This design comes from an exercise in tuning for small area and a short achievable clock period on the open sky130 flow, not from production work. At most, simulation tests tie the RTL to the original design; equivalence was not proved. Power and IR drop assume default switching activity.

==> inputs of try-xenon <==
==> flow/design.v <==
module lif_add #(
    parameter int W = 16
) (
    input  logic [W-1:0] a,
    input  logic [W-1:0] b,
    input  logic         cin,
    output logic [W-1:0] s
);
    logic [W-1:0] p0;
    logic [W-1:0] g [0:$clog2(W)];
    logic [W-1:0] p [0:$clog2(W)];
    always_comb begin
        p0   = a ^ b;
        g[0] = a & b;
        p[0] = p0;
        g[0][0] = (a[0] & b[0]) | (p0[0] & cin);
        for (int l = 0; l < $clog2(W); l++) begin
            for (int i = 0; i < W; i++) begin
                if (i >= (1 << l)) begin
                    g[l+1][i] = g[l][i] | (p[l][i] & g[l][i-(1<<l)]);
                    p[l+1][i] = p[l][i] & p[l][i-(1<<l)];
                end else begin
                    g[l+1][i] = g[l][i];
                    p[l+1][i] = p[l][i];
                end
            end
        end
        s[0] = p0[0] ^ cin;
        for (int i = 1; i < W; i++)
            s[i] = p0[i] ^ g[$clog2(W)][i-1];
    end
endmodule
module lif_sat17 (
    input  logic [16:0] x,
    output logic [15:0] y
);
    assign y = (x[16:15] == 2'b01) ? 16'h7fff : (x[16:15] == 2'b10) ? 16'h8000 : x[15:0];
endmodule
module lif_leak (
    input  logic [15:0] v,
    output logic [15:0] l
);
    logic [27:0] t1, t2, t3, cs_s, cs_c, m;
    logic [27:0] ve;
    always_comb begin
        ve = {{12{v[15]}}, v};
        t1 = (ve << 12);
        t2 = ~(ve << 7);
        t3 = ~(ve << 5);
        cs_s = t1 ^ t2 ^ t3;
        cs_c = (((t1 & t2) | (t1 & t3) | (t2 & t3)) << 1) | 28'd1;
    end
    logic [27:0] t4, cs2_s, cs2_c;
    always_comb begin
        t4 = ~(ve << 2);
        cs2_s = cs_s ^ cs_c ^ t4;
        cs2_c = (((cs_s & cs_c) | (cs_s & t4) | (cs_c & t4)) << 1) | 28'd1;
    end
    lif_add #(.W(28)) u_add (.a(cs2_s), .b(cs2_c), .cin(1'b1), .s(m));
    assign l = m[27:12];
endmodule
module lif_update_core (
    input  logic signed [15:0] lh,
    input  logic               lbig,     
    input  logic               rz,       
    input  logic [16:0]        s,        
    input  logic signed [15:0] h,
    input  logic signed [15:0] pd,
    input  logic               hit,
    output logic               fire,
    output logic [16:0]        s_v,      
    output logic signed [15:0] h_add     
);
    logic [16:0] s_hp;
    lif_add #(.W(17)) u_hp (.a({h[15], h}), .b({pd[15], pd}), .cin(1'b0), .s(s_hp));
    logic ovp, ovn;
    assign ovp = (s_hp[16:15] == 2'b01);
    assign ovn = (s_hp[16:15] == 2'b10);
    lif_sat17 u_sat_hp (.x(s_hp), .y(h_add));
    logic [17:0] s3;
    lif_add #(.W(18)) u_s3 (.a({s[16], s}), .b({{2{pd[15]}}, pd}), .cin(1'b0), .s(s3));
    logic [16:0] s_sp, s_sn;
    lif_add #(.W(17)) u_sp (.a({1'b0, ~lh[15], lh[14:0]}), .b(17'h1ffff), .cin(1'b0), .s(s_sp));
    assign s_sn = {1'b1, ~lh[15], lh[14:0]};
    logic fire_h, fire_p;
    assign fire_h = !s[16] && (s[15:12] != 4'd0);
    assign fire_p = ovp ? lbig : ovn ? 1'b0 : (!s3[17] && (s3[16:12] != 5'd0));
    assign fire   = rz && (hit ? fire_p : fire_h);
    assign s_v = !hit ? s : ovp ? s_sp : ovn ? s_sn : s3[16:0];
endmodule
module lif_tdm_scheduler #(
    parameter int N_NEURONS = 32,
    parameter int IDX_W     = $clog2(N_NEURONS)
) (
    input  logic                clk,
    input  logic                rst_n,
    input  logic                tick_in,
    input  logic                i_wr_en,
    input  logic [IDX_W-1:0]    i_wr_idx,
    input  logic signed [15:0]  i_wr_data,
    output logic                busy,
    output logic                done,
    output logic                tick_overrun,
    output logic                spk_valid,
    output logic [IDX_W-1:0]    spk_idx,
    input  logic                spk_ready
);
    localparam int N = N_NEURONS;
    localparam logic [IDX_W-1:0] LAST_IDX = N - 1;
    logic [IDX_W-1:0]   idx;           
    logic               swept;         
    logic signed [15:0] lh;
    logic               rz, r1, lbig;
    logic signed [15:0] l1;
    logic               rz1, r11;
    logic [16:0]        s;
    logic signed [15:0] h;
    logic               pv;            
    logic [IDX_W-1:0]   pidx;
    logic [N-1:0]       psel;          
    logic signed [15:0] pd;
    logic               phit, phit1, phit2;   
    logic               pfwd;          
    logic signed [15:0] h1;            
    logic               h1w;           
    logic signed [15:0] h1_eff, h1_add;
    logic [16:0]        s_h1;
    logic               wv;            
    logic [IDX_W-1:0]   widx;
    logic signed [15:0] wd;
    logic               cq;            
    logic [16:0]        ring_wb;
    logic [1:0]         ring_wc;       
    logic [15:0]        ring   [N-2];
    logic signed [15:0] acc    [N];
    logic [N-1:0]       acc_ok, acc_ok_n;
    logic               fire, stall, commit, last;
    logic [16:0]        s_v;
    logic signed [15:0] h_add;
    assign last = (idx == LAST_IDX);
    lif_update_core u_core (
        .lh    (lh),
        .lbig  (lbig),
        .rz    (rz),
        .s     (s),
        .h     (h),
        .pd    (pd),
        .hit   (phit),
        .fire  (fire),
        .s_v   (s_v),
        .h_add (h_add)
    );
    assign stall  = fire && spk_valid && !spk_ready;
    assign commit = busy && !stall;
    always_ff @(posedge clk or negedge rst_n) begin
        if (!rst_n) begin
            busy         <= 1'b0;
            done         <= 1'b0;
            tick_overrun <= 1'b0;
            spk_valid    <= 1'b0;
            spk_idx      <= '0;
            idx          <= '0;
            swept        <= 1'b0;
            cq           <= 1'b0;
        end else begin
            done <= 1'b0;
            cq   <= commit;
            if (tick_in && (busy || done))
                tick_overrun <= 1'b1;
            if (spk_valid && spk_ready)
                spk_valid <= 1'b0;
            if (!busy && !done && tick_in)
                busy <= 1'b1;
            if (commit) begin
                idx <= idx + 1'b1;
                if (fire) begin
                    spk_valid <= 1'b1;
                    spk_idx   <= idx;
                end
                if (last) begin
                    busy  <= 1'b0;
                    done  <= 1'b1;
                    swept <= 1'b1;
                end
            end
        end
    end
    logic [IDX_W-1:0]   idx1, idx2, idx3;
    logic signed [15:0] a_p, a_2, a_pf, a_2f, acc_add;
    logic [16:0]        s_ap;
    assign idx1 = idx + 1'b1;
    assign idx2 = idx + 2'd2;
    assign idx3 = idx + 2'd3;
    always_comb begin
        a_p = '0;
        for (int k = 0; k < N; k++)
            a_p = a_p | (psel[k] ? acc[k] : 16'sd0);
    end
    always_comb begin
        a_2 = '0;
        for (int k = 0; k < N; k++)
            a_2 = a_2 | ((idx2 == k && acc_ok[k]) ? acc[k] : 16'sd0);
    end
    assign a_pf = a_p | (pfwd ? wd : 16'sd0);    
    assign a_2f = (wv && widx == idx2) ? wd : a_2;
    assign h1_eff = h1w ? wd : h1;
    lif_add #(.W(17)) u_h1 (.a({h1_eff[15], h1_eff}), .b({pd[15], pd}), .cin(1'b0), .s(s_h1));
    lif_sat17 u_sat_h1 (.x(s_h1), .y(h1_add));
    lif_add #(.W(17)) u_ap (.a({a_pf[15], a_pf}), .b({pd[15], pd}), .cin(1'b0), .s(s_ap));
    lif_sat17 u_sat_ap (.x(s_ap), .y(acc_add));
    logic [15:0]        nx;
    logic               nx_ok, nx_code, nx_r1;
    logic signed [15:0] lh_n, h_n;
    logic [16:0]        s_n;
    logic               e0, e1, e2, e3, fwd_n;
    assign nx_ok   = swept || (idx >= LAST_IDX - 1'b1);
    assign nx      = cq ? ring[1] : ring[0];
    assign nx_code = nx_ok && (nx == 16'd31455 || nx == 16'd31454);
    assign nx_r1   = nx_ok && (nx == 16'd31455);
    assign lh_n    = l1;
    assign h_n     = phit1 ? h1_add : h1_eff;
    logic [16:0] sa, sp1;
    logic [17:0] sb_s, sb_c, sb;
    logic        ovp1, ovn1;
    lif_add #(.W(17)) u_sa (.a({lh_n[15], lh_n}), .b({h1_eff[15], h1_eff}), .cin(1'b0), .s(sa));
    assign sb_s = {{2{lh_n[15]}}, lh_n} ^ {{2{h1_eff[15]}}, h1_eff} ^ {{2{pd[15]}}, pd};
    assign sb_c = (({{2{lh_n[15]}}, lh_n} & {{2{h1_eff[15]}}, h1_eff}) |
                   ({{2{lh_n[15]}}, lh_n} & {{2{pd[15]}}, pd}) |
                   ({{2{h1_eff[15]}}, h1_eff} & {{2{pd[15]}}, pd})) << 1;
    lif_add #(.W(18)) u_sb (.a(sb_s), .b(sb_c), .cin(1'b0), .s(sb));
    lif_add #(.W(17)) u_sp1 (.a({1'b0, ~lh_n[15], lh_n[14:0]}), .b(17'h1ffff), .cin(1'b0), .s(sp1));
    assign ovp1 = (s_h1[16:15] == 2'b01);
    assign ovn1 = (s_h1[16:15] == 2'b10);
    assign s_n  = !phit1 ? sa : ovp1 ? sp1 : ovn1 ? {1'b1, ~lh_n[15], lh_n[14:0]} : sb[16:0];
    assign e0 = i_wr_en && (i_wr_idx == idx);
    assign e1 = i_wr_en && (i_wr_idx == idx1);
    assign e2 = i_wr_en && (i_wr_idx == idx2);
    assign e3 = i_wr_en && (i_wr_idx == idx3);
    assign fwd_n = pv && !phit && (i_wr_idx == pidx);
    logic [N-1:0] wsel_n;
    always_comb begin
        for (int k = 0; k < N; k++)
            wsel_n[k] = pv && !phit && (pidx == k);
    end
    always_ff @(posedge clk or negedge rst_n) begin
        if (!rst_n) begin
            lh    <= '0;
            rz    <= 1'b1;
            lbig  <= 1'b1;
            s     <= '0;
            r1    <= 1'b0;
            l1    <= '0;
            rz1   <= 1'b1;
            r11   <= 1'b0;
            h     <= '0;
            pv    <= 1'b0;
            phit  <= 1'b0;
            phit1 <= 1'b0;
            wv    <= 1'b0;
            pfwd  <= 1'b0;
            h1    <= '0;
            h1w   <= 1'b0;
            phit2 <= 1'b0;
        end else begin
            pfwd  <= i_wr_en && fwd_n;
            phit2 <= commit ? e3 : e2;
            h1w   <= commit ? phit2 : phit1;
            h1    <= commit ? a_2f : h1_eff;
            pv    <= i_wr_en;
            phit  <= commit ? e1 : e0;
            phit1 <= commit ? e2 : e1;
            wv    <= pv && !phit;
            if (commit) begin
                lh   <= lh_n;
                lbig <= (lh_n >= -16'sd28671);
                rz   <= rz1;
                r1   <= r11;
                l1   <= (nx_ok && !nx_code) ? nx : 16'sd0;
                rz1  <= !nx_code;
                r11  <= nx_r1;
                h    <= h_n;
                s    <= s_n;
            end else if (phit) begin
                h    <= h_add;
                s    <= s_v;
            end
        end
    end
    always_ff @(posedge clk) begin
        pidx <= i_wr_idx;
        pd   <= i_wr_data;
        for (int k = 0; k < N; k++)
            psel[k] <= (i_wr_idx == k) && !wsel_n[k] && acc_ok_n[k];
        widx <= pidx;
        wd   <= acc_add;
    end
    logic [15:0] ring_v, ring_l;
    assign ring_v = (ring_wc == 2'd1) ? 16'h7fff :
                    (ring_wc == 2'd2) ? 16'h0000 :
                    (ring_wc == 2'd3) ? 16'h7ffe :
                    (ring_wb[16:15] == 2'b10) ? 16'h8000 : ring_wb[15:0];
    lif_leak u_leak (.v(ring[N-3]), .l(ring_l));
    always_ff @(posedge clk) begin
        ring_wb <= s_v;
        ring_wc <= !rz ? (r1 ? 2'd2 : 2'd1) : fire ? 2'd3 : 2'd0;
        if (cq) begin
            for (int k = 0; k < N - 4; k++)
                ring[k] <= ring[k+1];
            ring[N-4] <= ring_l;
            ring[N-3] <= ring_v;
        end
    end
    always_ff @(posedge clk) begin
        for (int k = 0; k < N; k++)
            if (wv && widx == k)
                acc[k] <= wd;
    end
    always_comb begin
        for (int k = 0; k < N; k++)
            acc_ok_n[k] = (idx != k) && ((wv && widx == k) || acc_ok[k]);
    end
    always_ff @(posedge clk or negedge rst_n) begin
        if (!rst_n)
            acc_ok <= '0;
        else
            acc_ok <= acc_ok_n;
    end
endmodule
==> flow/flow/run.sh <==
#!/bin/bash
# Standard synthesis, then the standard layout with a tighter setup-repair target (the
# constraints and clock period are unchanged) and a clock tree without dummy loads.
set -euo pipefail
bash standard.sh synth > synth.log 2>&1
bash standard.sh \
  SETUP_SLACK_MARGIN=8.9 \
  CTS_ARGS="-sink_clustering_enable -repair_clock_nets -dont_use_dummy_load -sink_clustering_size 30 -buf_list {sky130_fd_sc_hd__clkbuf_4 sky130_fd_sc_hd__clkbuf_8}" \
  finish > layout.log 2>&1
==> flow/standard.sh <==
#!/bin/bash
# synth_recipe.tcl (not shown) runs the flow's synth.tcl, then flattens the netlist and writes it again
# the make line also repeats each setting of config.mk as NAME=value (left out here)
make -C /OpenROAD-flow-scripts/flow DESIGN_CONFIG=/design/flow/config.mk WORK_HOME=/design/flow/orfs CLKGATE_MAP_FILE= SYNTH_SCRIPT=/design/flow/synth_recipe.tcl "${@:-finish}"
==> flow/config.mk <==
export PLATFORM = sky130hd
export DESIGN_NAME = lif_tdm_scheduler
export DESIGN_NICKNAME = lif_tdm_scheduler
export VERILOG_FILES = /design/flow/design.v
export SDC_FILE = /design/flow/constraint.sdc
export NUM_CORES = 4
export LEC_CHECK = 0
export CAP_MARGIN = 20
export CORE_MARGIN = 2
export CORE_UTILIZATION = 40
export PLACE_DENSITY = 0.5
export SLEW_MARGIN = 20
==> flow/constraint.sdc <==
create_clock -name core_clock -period 13.0 [get_ports {clk}]
set_input_delay 2.6000 -clock core_clock [delete_from_list [all_inputs] [get_ports {clk}]]
set_output_delay 2.6000 -clock core_clock [all_outputs]
set_load 0.01 [all_outputs]
==> inputs of try-violet, as changes to try-xenon <==
--- a/flow/design.v
+++ b/flow/design.v
@@ -57,7 +57,7 @@
         cs2_c = (((cs_s & cs_c) | (cs_s & t4) | (cs_c & t4)) << 1) | 28'd1;
     end
     lif_add #(.W(28)) u_add (.a(cs2_s), .b(cs2_c), .cin(1'b1), .s(m));
-    assign l = m[27:12];
+    assign l = (v == 16'h7fff || v == 16'h7ffe) ? v : m[27:12];
 endmodule
 module lif_update_core (
     input  logic signed [15:0] lh,
@@ -196,11 +196,7 @@
         for (int k = 0; k < N; k++)
             a_p = a_p | (psel[k] ? acc[k] : 16'sd0);
     end
-    always_comb begin
-        a_2 = '0;
-        for (int k = 0; k < N; k++)
-            a_2 = a_2 | ((idx2 == k && acc_ok[k]) ? acc[k] : 16'sd0);
-    end
+    assign a_2  = acc_ok[idx2] ? acc[idx2] : 16'sd0;
     assign a_pf = a_p | (pfwd ? wd : 16'sd0);    
     assign a_2f = (wv && widx == idx2) ? wd : a_2;
     assign h1_eff = h1w ? wd : h1;
@@ -215,8 +211,8 @@
     logic               e0, e1, e2, e3, fwd_n;
     assign nx_ok   = swept || (idx >= LAST_IDX - 1'b1);
     assign nx      = cq ? ring[1] : ring[0];
-    assign nx_code = nx_ok && (nx == 16'd31455 || nx == 16'd31454);
-    assign nx_r1   = nx_ok && (nx == 16'd31455);
+    assign nx_code = nx_ok && (nx == 16'h7fff || nx == 16'h7ffe);
+    assign nx_r1   = nx_ok && (nx == 16'h7fff);
     assign lh_n    = l1;
     assign h_n     = phit1 ? h1_add : h1_eff;
     logic [16:0] sa, sp1;
@@ -237,11 +233,6 @@
     assign e2 = i_wr_en && (i_wr_idx == idx2);
     assign e3 = i_wr_en && (i_wr_idx == idx3);
     assign fwd_n = pv && !phit && (i_wr_idx == pidx);
-    logic [N-1:0] wsel_n;
-    always_comb begin
-        for (int k = 0; k < N; k++)
-            wsel_n[k] = pv && !phit && (pidx == k);
-    end
     always_ff @(posedge clk or negedge rst_n) begin
         if (!rst_n) begin
             lh    <= '0;
@@ -290,7 +281,7 @@
         pidx <= i_wr_idx;
         pd   <= i_wr_data;
         for (int k = 0; k < N; k++)
-            psel[k] <= (i_wr_idx == k) && !wsel_n[k] && acc_ok_n[k];
+            psel[k] <= (i_wr_idx == k) && !fwd_n && acc_ok_n[k];
         widx <= pidx;
         wd   <= acc_add;
     end
--- a/flow/flow/run.sh
+++ b/flow/flow/run.sh
@@ -4,6 +4,6 @@
 set -euo pipefail
 bash standard.sh synth > synth.log 2>&1
 bash standard.sh \
-  SETUP_SLACK_MARGIN=8.9 \
+  SETUP_SLACK_MARGIN=9.05 \
   CTS_ARGS="-sink_clustering_enable -repair_clock_nets -dont_use_dummy_load -sink_clustering_size 30 -buf_list {sky130_fd_sc_hd__clkbuf_4 sky130_fd_sc_hd__clkbuf_8}" \
   finish > layout.log 2>&1
==> inputs of try-ember, as changes to try-xenon <==
--- a/flow/design.v
+++ b/flow/design.v
@@ -57,7 +57,7 @@
         cs2_c = (((cs_s & cs_c) | (cs_s & t4) | (cs_c & t4)) << 1) | 28'd1;
     end
     lif_add #(.W(28)) u_add (.a(cs2_s), .b(cs2_c), .cin(1'b1), .s(m));
-    assign l = m[27:12];
+    assign l = (v == 16'h7fff || v == 16'h7ffe) ? v : m[27:12];
 endmodule
 module lif_update_core (
     input  logic signed [15:0] lh,
@@ -215,8 +215,8 @@
     logic               e0, e1, e2, e3, fwd_n;
     assign nx_ok   = swept || (idx >= LAST_IDX - 1'b1);
     assign nx      = cq ? ring[1] : ring[0];
-    assign nx_code = nx_ok && (nx == 16'd31455 || nx == 16'd31454);
-    assign nx_r1   = nx_ok && (nx == 16'd31455);
+    assign nx_code = nx_ok && (nx == 16'h7fff || nx == 16'h7ffe);
+    assign nx_r1   = nx_ok && (nx == 16'h7fff);
     assign lh_n    = l1;
     assign h_n     = phit1 ? h1_add : h1_eff;
     logic [16:0] sa, sp1;
@@ -237,11 +237,6 @@
     assign e2 = i_wr_en && (i_wr_idx == idx2);
     assign e3 = i_wr_en && (i_wr_idx == idx3);
     assign fwd_n = pv && !phit && (i_wr_idx == pidx);
-    logic [N-1:0] wsel_n;
-    always_comb begin
-        for (int k = 0; k < N; k++)
-            wsel_n[k] = pv && !phit && (pidx == k);
-    end
     always_ff @(posedge clk or negedge rst_n) begin
         if (!rst_n) begin
             lh    <= '0;
@@ -290,7 +285,7 @@
         pidx <= i_wr_idx;
         pd   <= i_wr_data;
         for (int k = 0; k < N; k++)
-            psel[k] <= (i_wr_idx == k) && !wsel_n[k] && acc_ok_n[k];
+            psel[k] <= (i_wr_idx == k) && !fwd_n && acc_ok_n[k];
         widx <= pidx;
         wd   <= acc_add;
     end
==> summary of the runs <==
try-xenon finished with timing, DRC and antenna clean. try-violet finished with timing, DRC and antenna clean. try-ember completed with no timing, DRC or antenna violations.
Between try-violet and try-xenon, the lower global-route usage is in try-xenon (gap 0.47 points).
Combinational power: try-violet is larger than try-ember (21%).
Between try-violet and try-ember, the lower hold slack is in try-violet (gap 2.0 ps).
The lowest clock skew belongs to try-violet, the highest to try-xenon.
The lowest utilization belongs to try-xenon, the highest to try-violet.
Register-to-register slack: try-xenon is worse than try-violet (110 ps).
==> figures <==
Number of antenna violations at the first check in global routing: try-violet 10; try-xenon 13; try-ember 8
Routed wire length: try-violet 202000 um; try-xenon 197000 um; try-ember 201000 um
Worst slew pin tran: try-violet 1190 ps; try-xenon 1210 ps; try-ember 1260 ps
Crit Path Category: try-violet reg2out; try-xenon reg2reg; try-ember reg2reg
Clk pin slew, worst setup/hold paths: try-violet 60 ps; try-xenon 50 ps; try-ember 60 ps
Area of the die: try-violet 137000 sq um; try-xenon 137000 sq um; try-ember 136000 sq um
Post-CTS sizing: try-violet 279; try-xenon 183; try-ember 240
Basic-gate share of the synthesized area counting and, or, nand and nor cells: try-violet 7.78%; try-xenon 7.44%; try-ember 8.06%
GR Util met2: try-violet 43.7%; try-xenon 37.0%; try-ember 37.6%
Count of non-CTS inverters in the layout: try-violet 106; try-xenon 102; try-ember 107
Post-CTS setup repair buffer count: try-violet 61; try-xenon 52; try-ember 57
Synthesized-area fraction occupied by adder cells: try-violet 5.24%; try-xenon 5.33%; try-ember 5.34%
Proportion of final cell area spent on non-clock buffers: try-violet 4.92%; try-xenon 3.80%; try-ember 4.02%
Outcome: try-violet timing/DRC/antenna clean; try-xenon timing/DRC/antenna clean; try-ember timing/DRC/antenna clean
No functional check of the RTL was part of try-xenon and try-ember.

==> static timing again, ports no longer ideal <==
The results above use ideal ports. As a check the final layouts listed here were re-extracted and re-timed, cells and wires unchanged.
Step 1 sets driving cells, clkbuf_16 on the clock port and buf_2 on the other inputs (assumed; they add their load-dependent delay and slew).
Step 2 adds t to the input delays and takes it off the output delays; t is the mean of the earliest and latest rising clock arrival at the registers after step 1. Input paths then give back, and output paths get back, about the clock's delay inside the block.
Three values: no drivers, after step 1, after step 2; two values: the first two.
run | shift t [ns] | setup WS [ns] | worst setup path at the end
try-xenon | 0.965 | 8.841 / 8.841 / 8.257 | input to register
try-violet | 0.959 | 8.929 / 8.849 / 8.109 | input to register
try-ember | 0.980 | 8.825 / 8.825 / 8.023 | input to register
After both steps every run listed still meets setup and hold. The setup slack of try-violet, which loses most, moves by -0.080 ns with the drivers and by -0.820 ns with both steps.
